This is an optimization exercise on Yosys and OpenROAD, whose aim is small area, a short achievable clock period and few clock cycles per item, not a production implementation. Function was checked by simulation only, so behaviour that the tests miss may differ from the original. No activity file was given, so power comes from the tool's default toggle rates.

--- design/flow/run.sh ---
#!/bin/bash
# synth_recipe.tcl (not shown) runs the flow's synth.tcl, then flattens the netlist and writes it again
# the make line also repeats each setting of config.mk as NAME=value (left out here)
make -C /OpenROAD-flow-scripts/flow DESIGN_CONFIG=/design/flow/config.mk WORK_HOME=/design/flow/orfs CLKGATE_MAP_FILE= SYNTH_SCRIPT=/design/flow/synth_recipe.tcl finish
--- design/flow/config.mk ---
export PLATFORM = sky130hd
export DESIGN_NAME = postfix_expression_evaluator
export DESIGN_NICKNAME = postfix_expression_evaluator
export VERILOG_FILES = /design/flow/design.v
export SDC_FILE = /design/flow/constraint.sdc
export NUM_CORES = 4
export LEC_CHECK = 0
export CAP_MARGIN = 20
export CORE_MARGIN = 2
export CORE_UTILIZATION = 40
export SLEW_MARGIN = 20
--- design/flow/constraint.sdc ---
create_clock -name core_clock -period 10.0 [get_ports {clk}]
set_input_delay 2.0000 -clock core_clock [delete_from_list [all_inputs] [get_ports {clk}]]
set_output_delay 2.0000 -clock core_clock [all_outputs]
set_load 0.01 [all_outputs]
--- design/flow/design.v ---
`default_nettype none
package pee_pkg;
	localparam int DEFAULT_STACK_DEPTH = 16;
	localparam int WORD_W = 32;
	localparam int SYM_W = 8;
	localparam int DIV_STEPS = WORD_W;
	localparam int STEP_W = $clog2(DIV_STEPS);
	localparam logic [SYM_W-1:0] SYM_ZERO  = 8'h30;
	localparam logic [SYM_W-1:0] SYM_NINE  = 8'h39;
	localparam logic [SYM_W-1:0] SYM_PLUS  = 8'h2B;
	localparam logic [SYM_W-1:0] SYM_MINUS = 8'h2D;
	localparam logic [SYM_W-1:0] SYM_TIMES = 8'h2A;
	localparam logic [SYM_W-1:0] SYM_SLASH = 8'h2F;
	localparam logic [WORD_W-1:0] EMPTY_VALUE = '1;
	typedef enum logic [2:0] {
		ST_IDLE,
		ST_POP_A,
		ST_POP_B,
		ST_EXEC,
		ST_DIV,
		ST_DPUSH,
		ST_TOP,
		ST_EMIT
	} seq_state_t;
endpackage
`default_nettype wire
`default_nettype none
module postfix_expression_evaluator #(
	parameter int STACK_DEPTH = pee_pkg::DEFAULT_STACK_DEPTH
) (
	input  wire logic        clk,
	input  wire logic        arst_n,
	input  wire logic        s_axis_tvalid,
	output logic             s_axis_tready,
	input  wire logic [7:0]  s_axis_tdata,    
	input  wire logic        s_axis_tlast,    
	output logic             m_axis_tvalid,
	input  wire logic        m_axis_tready,
	output logic [31:0]      m_axis_tdata,    
	output logic [1:0]       m_axis_tuser     
);
	localparam int DEPTH_W = $clog2(STACK_DEPTH + 1);
	localparam int IDX_W = $clog2(STACK_DEPTH);
	pee_pkg::seq_state_t state_q, state_d;
	logic [pee_pkg::WORD_W-1:0] mem [STACK_DEPTH];
	logic [pee_pkg::WORD_W-1:0] rd_q;
	logic [DEPTH_W-1:0] depth_q;
	logic div_zero_q, overflow_q;
	logic [pee_pkg::SYM_W-1:0] sym_q;
	logic last_q;
	logic empty_q;
	logic [pee_pkg::WORD_W-1:0] a_q;
	logic [pee_pkg::WORD_W-1:0] quo_q, rem_q, dvs_q;
	logic neg_q;
	logic [pee_pkg::STEP_W-1:0] cnt_q;
	logic out_valid_q, out_dz_q, out_ov_q;
	logic [pee_pkg::WORD_W-1:0] out_value_q;
	logic accept, is_digit, depth_zero, stack_full;
	logic push_req, pop_req, rd_en;
	logic [pee_pkg::WORD_W-1:0] push_val;
	logic [IDX_W-1:0] top_idx;
	logic [pee_pkg::WORD_W-1:0] b_val, un, ud;
	logic [pee_pkg::WORD_W:0] shifted;
	logic [pee_pkg::WORD_W+1:0] diff;
	logic div_last_step, out_free, op_simple, div_by_zero;
	logic [pee_pkg::WORD_W-1:0] product;
	assign accept = s_axis_tvalid && s_axis_tready;
	assign is_digit = (s_axis_tdata >= pee_pkg::SYM_ZERO) && (s_axis_tdata <= pee_pkg::SYM_NINE);
	assign depth_zero = (depth_q == '0);
	assign stack_full = (depth_q == DEPTH_W'(STACK_DEPTH));
	assign top_idx = IDX_W'(depth_q - DEPTH_W'(1));
	assign b_val = empty_q ? pee_pkg::EMPTY_VALUE : rd_q;
	assign product = b_val * a_q;
	assign un = b_val[pee_pkg::WORD_W-1] ? (pee_pkg::WORD_W'(0) - b_val) : b_val;
	assign ud = a_q[pee_pkg::WORD_W-1] ? (pee_pkg::WORD_W'(0) - a_q) : a_q;
	assign shifted = {rem_q, quo_q[pee_pkg::WORD_W-1]};
	assign diff = {1'b0, shifted} - {2'b00, dvs_q};
	assign div_last_step = (cnt_q == pee_pkg::STEP_W'(pee_pkg::DIV_STEPS - 1));
	assign out_free = !out_valid_q || m_axis_tready;
	assign op_simple = (sym_q == pee_pkg::SYM_PLUS) || (sym_q == pee_pkg::SYM_MINUS) || (sym_q == pee_pkg::SYM_TIMES);
	assign div_by_zero = (sym_q == pee_pkg::SYM_SLASH) && (a_q == '0);
	always_comb begin
		state_d = state_q;
		case (state_q)
			pee_pkg::ST_IDLE: begin
				if (accept) begin
					if (!is_digit) begin
						state_d = pee_pkg::ST_POP_A;
					end else if (s_axis_tlast) begin
						state_d = pee_pkg::ST_TOP;
					end
				end
			end
			pee_pkg::ST_POP_A: state_d = pee_pkg::ST_POP_B;
			pee_pkg::ST_POP_B: state_d = pee_pkg::ST_EXEC;
			pee_pkg::ST_EXEC: begin
				if ((sym_q == pee_pkg::SYM_SLASH) && (a_q != '0)) begin
					state_d = pee_pkg::ST_DIV;
				end else if (last_q) begin
					state_d = pee_pkg::ST_TOP;
				end else begin
					state_d = pee_pkg::ST_IDLE;
				end
			end
			pee_pkg::ST_DIV: begin
				if (div_last_step) begin
					state_d = pee_pkg::ST_DPUSH;
				end
			end
			pee_pkg::ST_DPUSH: state_d = last_q ? pee_pkg::ST_TOP : pee_pkg::ST_IDLE;
			pee_pkg::ST_TOP: state_d = pee_pkg::ST_EMIT;
			pee_pkg::ST_EMIT: begin
				if (out_free) begin
					state_d = pee_pkg::ST_IDLE;
				end
			end
			default: state_d = pee_pkg::ST_IDLE;
		endcase
	end
	always_comb begin
		s_axis_tready = 1'b0;
		push_req = 1'b0;
		push_val = '0;
		pop_req = 1'b0;
		rd_en = 1'b0;
		case (state_q)
			pee_pkg::ST_IDLE: begin
				s_axis_tready = 1'b1;
				push_req = s_axis_tvalid && is_digit;
				push_val = {{(pee_pkg::WORD_W - pee_pkg::SYM_W){1'b0}}, s_axis_tdata - pee_pkg::SYM_ZERO};
			end
			pee_pkg::ST_POP_A, pee_pkg::ST_POP_B, pee_pkg::ST_TOP: begin
				pop_req = !depth_zero;
				rd_en = !depth_zero;
			end
			pee_pkg::ST_EXEC: begin
				push_req = op_simple || div_by_zero;
				if (sym_q == pee_pkg::SYM_PLUS) begin
					push_val = b_val + a_q;
				end else if (sym_q == pee_pkg::SYM_MINUS) begin
					push_val = b_val - a_q;
				end else if (sym_q == pee_pkg::SYM_TIMES) begin
					push_val = product;
				end else begin
					push_val = '0;
				end
			end
			pee_pkg::ST_DPUSH: begin
				push_req = 1'b1;
				push_val = neg_q ? (pee_pkg::WORD_W'(0) - quo_q) : quo_q;
			end
			default: begin
				push_req = 1'b0;
			end
		endcase
	end
	always_ff @(posedge clk) begin
		if (push_req && !stack_full) begin
			mem[depth_q[IDX_W-1:0]] <= push_val;
		end
		if (rd_en) begin
			rd_q <= mem[top_idx];
		end
	end
	always_ff @(posedge clk or negedge arst_n) begin
		if (!arst_n) begin
			state_q <= pee_pkg::ST_IDLE;
			depth_q <= '0;
			div_zero_q <= 1'b0;
			overflow_q <= 1'b0;
			out_valid_q <= 1'b0;
		end else begin
			state_q <= state_d;
			if (push_req) begin
				if (stack_full) begin
					overflow_q <= 1'b1;
				end else begin
					depth_q <= depth_q + DEPTH_W'(1);
				end
			end else if (pop_req) begin
				depth_q <= depth_q - DEPTH_W'(1);
			end
			if ((state_q == pee_pkg::ST_EXEC) && div_by_zero) begin
				div_zero_q <= 1'b1;
			end
			if ((state_q == pee_pkg::ST_EMIT) && out_free) begin
				out_valid_q <= 1'b1;
				depth_q <= '0;
				div_zero_q <= 1'b0;
				overflow_q <= 1'b0;
			end else if (out_valid_q && m_axis_tready) begin
				out_valid_q <= 1'b0;
			end
		end
	end
	always_ff @(posedge clk) begin
		case (state_q)
			pee_pkg::ST_IDLE: begin
				if (accept) begin
					sym_q <= s_axis_tdata;
					last_q <= s_axis_tlast;
				end
			end
			pee_pkg::ST_POP_A, pee_pkg::ST_TOP: begin
				empty_q <= depth_zero;
			end
			pee_pkg::ST_POP_B: begin
				a_q <= empty_q ? pee_pkg::EMPTY_VALUE : rd_q;
				empty_q <= depth_zero;
			end
			pee_pkg::ST_EXEC: begin
				quo_q <= un;
				dvs_q <= ud;
				rem_q <= '0;
				neg_q <= b_val[pee_pkg::WORD_W-1] ^ a_q[pee_pkg::WORD_W-1];
				cnt_q <= '0;
			end
			pee_pkg::ST_DIV: begin
				cnt_q <= cnt_q + pee_pkg::STEP_W'(1);
				if (!diff[pee_pkg::WORD_W+1]) begin
					rem_q <= diff[pee_pkg::WORD_W-1:0];
					quo_q <= {quo_q[pee_pkg::WORD_W-2:0], 1'b1};
				end else begin
					rem_q <= shifted[pee_pkg::WORD_W-1:0];
					quo_q <= {quo_q[pee_pkg::WORD_W-2:0], 1'b0};
				end
			end
			pee_pkg::ST_EMIT: begin
				if (out_free) begin
					out_value_q <= empty_q ? pee_pkg::EMPTY_VALUE : rd_q;
					out_dz_q <= div_zero_q;
					out_ov_q <= overflow_q;
				end
			end
			default: begin
				cnt_q <= cnt_q;
			end
		endcase
	end
	assign m_axis_tvalid = out_valid_q;
	assign m_axis_tdata = out_value_q;
	assign m_axis_tuser = {out_ov_q, out_dz_q};
endmodule
`default_nettype wire
==> flow_summary.yaml <==
clock_network:
  post_cts_buffers: 0
  holdBufCountCts: 0
  clk_latency_ns: 0.68
  cts_buffers: 79
  ctsHtreeMaxLevel: 3
  path_clk_slew_ns: 0.06
  cts_tree: "done"
  cts_root_buf: "clkbuf_16"
  cts_resized: 0
  clockBufferDepth: 3
  cts.sinks: 733
run:
  maxCapViolations: 0
critical_path:
  crit_type: "register to register"
  critical_path_arrival_ns: 9.81
  endpoint_kind: "register"
  r2r_end: "mem[8][31]$_DFFE_PP_"
  reg2regPathDepth: 22
  cp_max_fo: 53
  rrSetupSlack_ns: 0.69
  required_ns: 10.49
  rr_startpoint: "empty_q$_DFFE_PP_"
  critPathLaunchType: "register"
floorplanning:
  placementRows: 129
  start_util_pct: 40.35
  dieHeight_um: 357.4
  core_area_um2: 123800
  die_area_um2: 127700
  die_w_um: 357.4
  io_pins: 49
layout:
  layout-drive-gt1-share_pct: 11.71
  final_common_cell: "edfxtp_1"
  syn2layout_area_growth_pct: 11.25
  fillers: 11280
  postLayoutCoreUtil_pct: 44.89
  final_cell_mix: "722 x edfxtp_1, 507 x inv_1, 444 x nor2_1"
  nNetsFinal: 4885
sta:
  skew_ns: 0.04507
  fin_hold_ws_ns: 0.4530
  final.setup.tns_ns: 0
  hold_viol: 0
  max_slew_margin_pct: 26.80
  tightestPinTransition_ns: 1.098
  grt_setup_unrepaired: "false"
  fin_crit_sh_pct: 93.10
  fin_crit_ns: 9.310
  setup_slack_ns: 0.6896
  max_freq_ghz: 0.1074
  finalMaxSlewViolations: 0
  finalSetupViolations: 0
routing:
  vias_per_cell: 5.715
  totalWireLength_um: 158200
  ant_nets: 0
  drt_pass1_iterations: 8
  drtIter0Drc: 3991
  drc: 0
  wire_per_inst_um: 26.66
  vias: 33910
power_and_ir_drop:
  peakVddDrop_mv: 0.1832
  p_leak_nw: 21.69
  power_density_nw_per_um2: 188.6
  p_total_mw: 10.48
global_route:
  grt_overflow: 0
  grt_pass1_vias: 34890
  grt.total_usage_pct: 25.11
  grt_pass1_wl_um: 233800
  grt_start_max_net_pins: 70
  antenna_found_initial: 2
synth:
  ys_dominant_reg_cell: "edfxtp_1"
  yosys_warnings: 1
  synth.distinct_cells: 83
  syn_nets: 4819
  synth_edf_count: 722
  synth-async-reset-ratio_pct: 1.501
  synth_area_per_cell_um2: 11.99
  synth_area_leaders: "edfxtp_1 43%, fa_1 16%, mux4_2 7.2%"
  synth_top_area_share_pct: 43.41
  synth-seq-area-share_pct: 43.96
  syn_inst: 4167
  ys_ff_latch: 733
  synth_area_leader_cell: "edfxtp_1"
  netlist_area_um2: 49950
placement:
  dp_hpwl_um: 113400
  dp_slack_ns: 0.9252
  port_buffers: 48
  gp_congestion: 0.9800
hold_path:
  hp-start: "overflow_q$_DFFE_PN0P_"
  hold_path_end: "out_ov_q$_DFFE_PP_"
  hold-path-cell-count: 0
  hp-class: "register to register"
outcome:
  run_status: "timing/DRC/antenna clean"
-- critical path, cell delays in order (launching register included) --
cell and delay, ns:
edfxtp_1 0.41, buf_12 0.22, nor2_1 0.86, clkinv_1 0.54, buf_4 0.33, ha_1 0.33, fa_1 0.54, inv_1 0.06
fa_1 0.53, fa_1 0.45, fa_1 0.52, fa_1 0.60, fa_1 0.44, fa_1 0.49, fa_1 0.50, inv_1 0.04
ha_1 0.36, a21o_1 0.25, a2111oi_0 0.76, nor3_1 0.10, nand3b_1 0.24, a22oi_1 0.29, buf_4 0.25
-- power by group --
| group | internal [mW] | switching [mW] | total, mW |
|---|---|---|---|
| Sequential | 3.73 | 0.229 | 3.96 |
| Clock | 1.77 | 1.26 | 3.03 |
| Combinational | 1.62 | 1.88 | 3.50 |
-- Yosys cell counts (all sizes together), types with 14 or more instances --
| library cell | number |
|---|---|
| nor3 | 33 |
| nor2b | 19 |
| xnor2 | 172 |
| or3 | 18 |
| o21ai | 161 |
| a21o | 26 |
| a211oi | 20 |
| clkbuf | 186 |
| fa | 411 |
| nand4 | 15 |
| and3 | 14 |
| o22ai | 21 |
| xor2 | 56 |
| a221oi | 15 |
| nand2 | 380 |
| or2 | 19 |
| a22oi | 19 |
| and2 | 31 |
| o31ai | 27 |
| nand2b | 21 |
| buf | 16 |
| inv | 514 |
| edfxtp | 722 |
| nand3 | 38 |
| mux4 | 160 |
| nor2 | 452 |
| o21a | 19 |
| a21oi | 144 |
| ha | 228 |
-- flip-flops by register name, indices dropped and copies added, names as in the netlist, 3 cells and up --
signal,flops
mem,512
cnt_q,5
state_q,3
rem_q,32
sym_q,8
quo_q,32
a_q,32
out_value_q,32
depth_q,5
rd_q,32
dvs_q,32
-- layer usage --
metal / wire, µm / vias up / track usage, % / part of all wire [%]
li1: - / 14570 / - / -
met1: 64030 / 17380 / 33.57 / 40
met2: 72810 / 1595 / 40.17 / 46
met3: 13570 / 365 / 4.490 / 8.6
met4: 7796 / 0 / 11.04 / 4.9
met5: 0 / - / 0 / 0
-- worst max-delay path by stage --
stage	start	end	depth (start not counted)
floorplan	empty_q$_DFFE_PP_	mem[0][31]$_DFFE_PP_	31
global placement	empty_q$_DFFE_PP_	mem[5][31]$_DFFE_PP_	22
detailed placement	empty_q$_DFFE_PP_	mem[5][31]$_DFFE_PP_	22
CTS	empty_q$_DFFE_PP_	mem[9][31]$_DFFE_PP_	22
global route	empty_q$_DFFE_PP_	mem[10][23]$_DFFE_PP_	26
finish	empty_q$_DFFE_PP_	mem[8][31]$_DFFE_PP_	22
-- stage by stage --
step | cells | area (µm²)
3_5_place_dp | 5789 | 52890
6_report | 5933 | 55570
4_1_cts | 5932 | 55520
3_3_place_gp | 5788 | 52870
2_1_floorplan | 4167 | 49950
5_1_grt | 5932 | 55560
-- final cells by class --
cell class | count | area, µm² | share of cell area, %
Clock buffer | 98 | 2111 | 3.799
Timing Repair Buffer | 187 | 1536 | 2.765
Multi-Input combinational cell | 2705 | 25410 | 45.73
Tap cell | 1637 | 2048 | 3.686
Sequential cell | 733 | 21960 | 39.52
Antenna cell | 1 | 2.502 | 0.004503
Clock inverter | 45 | 516.7 | 0.9300
Inverter | 527 | 1979 | 3.562
-- logic make-up after synthesis --
logic type	Yosys count	share of synthesized area, %
adders and majority gates	639	22.18
xor gates and xnor gates	228	3.998
muxes	167	7.355
buffers and inverters	729	5.509
AOI/OAI and AO/OA	584	7.525
DFF	733	43.96
and+or+nand+nor	1087	9.471
Testbench counts, summed over its fixed seeds: cycles 97,541, items 1,920.

[re-timing with driven ports]
No port has a modelled driver above. Below, the same layout with a new extraction and two added sets of constraints. Step 1, drivers: a clkbuf_16 drives clk and a buf_2 each remaining input, both assumed. Step 2 adds t to the input delays and takes it off the output delays; t is the mean of the earliest and latest rising clock arrival at the registers after step 1. Input paths then give back, and output paths get back, about the clock's delay inside the block. Slacks: ideal / step 1 / step 2; pairs: ideal / step 1.
t (ns): 0.724
setup slack, ns: 0.690 / 0.690 / 0.690
worst setup path at the end: register to register
After both steps setup and hold are still met in this run. For this run, drivers alone change the setup slack by 0.000 ns; drivers and shift together by 0.000 ns.
